From an optimization exercise on the open Yosys and OpenROAD flow, aimed at small area, a short achievable clock period and few clock cycles per item; shortcuts taken in it are not production practice. The RTL was checked by simulation tests, not by an equivalence proof against the original design. Power figures rest on the tool's default switching activity, not on a simulated workload.

tundra:
## sha1_message_digest_unit
module sha1_message_digest_unit (
   input  wire logic        clock,
   input  wire logic        reset,
   input  wire logic        req_valid,
   output logic             req_ready,
   input  wire logic [7:0]  req_data_byte,
   input  wire logic        req_is_last,
   input  wire logic        req_no_byte,
   output logic             rsp_valid,
   input  wire logic        rsp_ready,
   output logic [31:0]      rsp_digest_word0,
   output logic [31:0]      rsp_digest_word1,
   output logic [31:0]      rsp_digest_word2,
   output logic [31:0]      rsp_digest_word3,
   output logic [31:0]      rsp_digest_word4
);
Size in the first run: roughly 1600 flip-flops, ~180 I/O pins, about 0.064 mm2 of cells after synthesis.
make LEC_CHECK=0 CAP_MARGIN=20 CORE_MARGIN=2 CORE_UTILIZATION=40 PLACE_DENSITY=0.6 SETUP_SLACK_MARGIN=4.0 SLEW_MARGIN=20 finish   # period 7.5 ns
run.sh (not shown) runs the stock make flow with config.mk's settings and CLKGATE_MAP_FILE= SYNTH_SCRIPT=/design/flow/synth_recipe.tcl, a recipe that flattens the netlist after the stock synthesis.
tundra reached the final stage; the timing, DRC and antenna checks on its layout passed.
Testbench counts of tundra, summed over its fixed seeds: cycles 60,550, bytes 35,318.
### tundra -> quartz
Settings: changing SETUP_SLACK_MARGIN from 4.0 to 4.5; setting TNS_END_PERCENT to 10 for the first time.
Findings:
[quartz vs tundra] arrival time of the worst setup path: higher in quartz. Going from tundra to quartz, final critical delay including setup and external delays -250 ps; sequential portion of the cell area -1.0 points. The higher cell count of tundra and quartz is in quartz. Setup slack in quartz is larger than in tundra.
Inputs modified between quartz and fjord:
Settings: SETUP_SLACK_MARGIN: 4.5 -> 5.0; TNS_END_PERCENT: 10 -> unset.
### Flow results
fjord has completed all stages; timing, DRC and antenna checks passed.
fjord ends up with a clock network contribution to total cell area that is 1.0 points lower than in quartz.
Looking at fjord and quartz, the sequential power is a wash.
Diff quartz -> fjord: global-route wire length before repair has increased; number of filler cells placed in the layout has decreased; clock network fraction of total power has decreased; clock period minus worst slack has increased.
Compared to quartz, the router laid down more metal wire for fjord.
Re global-route total usage across every layer: fjord is 1.6 points up on quartz.
Setup changes, fjord to amber
Settings: SETUP_SLACK_MARGIN now 4.0, was 5.0; CORE_UTILIZATION now 60, was 40; PLACE_DENSITY now 0.75, was 0.6.
Notes after the runs:
Across both runs, proportion of layout cells with a drive suffix above 1 was lower for amber than for fjord. Diff amber..fjord | hold-fix buffer count after cts | unchanged. In the tables for amber and fjord, peak per-stage delay on the critical path reads lower with fjord. Of amber and fjord, the run reporting the lower portion of the clock cycle consumed by the worst path in the final layout was fjord. In amber, buffering overhead is lower than in fjord. Going from fjord to amber, the data required time at the worst endpoint was found to have gone down by 2120 ps. Compared with fjord, in amber wire length of the first global-routing pass went down, final non-filler cell area fell 0.010 mm2, worst hold slack up 15 ps, area added between synthesis and finish now sits lower.
Modified inputs, nickel compared to amber
Settings: swapping 60 for 40 in CORE_UTILIZATION; swapping 4.0 for 4.5 in SETUP_SLACK_MARGIN; swapping 0.75 for 0.6 in PLACE_DENSITY; putting CTS_BUF_LIST at sky130_fd_sc_hd__clkbuf_8 where nothing was set.
### Flow results
- nickel: flow completed, timing, DRC and antenna clean
- Against amber, nickel comes in 1.5 points lower on share of power burned in the clock network.
- Post-cts repair resize count (higher): nickel
- amber reports its timing startpoint of the critical path as u_back.chain_ff[74]$_DFF_P_ while nickel reports u_back.chain_ff[2]$_DFF_P_.
- Total power (nickel vs. amber) decreases slightly
The inputs of indigo differ from those of nickel as listed below.
Settings: a deleted CTS_BUF_LIST that had been sky130_fd_sc_hd__clkbuf_8.
indigo: PASS, flow complete, no timing, DRC or antenna violations. Area of the mapped netlist: indigo vs nickel identical. Vias: indigo below nickel. The count of plain and timing-repair buffers in nickel is 1.4 times that in indigo.

## afterwards: timing with drivers on the ports
No port has a modelled driver above. Below, the same layouts with a new extraction and two added sets of constraints. Step 1 assumes that a clkbuf_16 drives the clock port and a buf_2 every other input. Step 2, shift: input delay + t, output delay - t, t = (earliest + latest rising clock arrival at the registers) / 2. This alone moves slack from input paths to output paths. Three values: ideal, step 1, step 2; two values: the first two.
run | t (ns) | setup WS [ns] | hold slack, ns | cell pins on the clock port's net
tundra | 0.847 | 4.061 / 3.982 / 3.740 | 0.319 / 0.319 / 0.319 | 1
quartz | 0.857 | 4.309 / 4.247 / 3.725 | 0.312 / 0.312 / 0.312 | 1
fjord | 0.875 | 4.201 / 4.201 / 4.201 | 0.307 / 0.307 / 0.307 | 1
amber | 0.815 | 4.043 / 3.972 / 4.060 | 0.323 / 0.323 / 0.323 | 1
nickel | 1.008 | 4.308 / 4.308 / 3.674 | 0.294 / 0.294 / 0.294 | 1
indigo | 0.855 | 4.339 / 4.339 / 3.891 | 0.303 / 0.303 / 0.303 | 1
After both steps setup and hold are still met in every run listed. The setup slack of nickel, which loses most, moves by 0.000 ns with the drivers and by -0.634 ns with both steps.
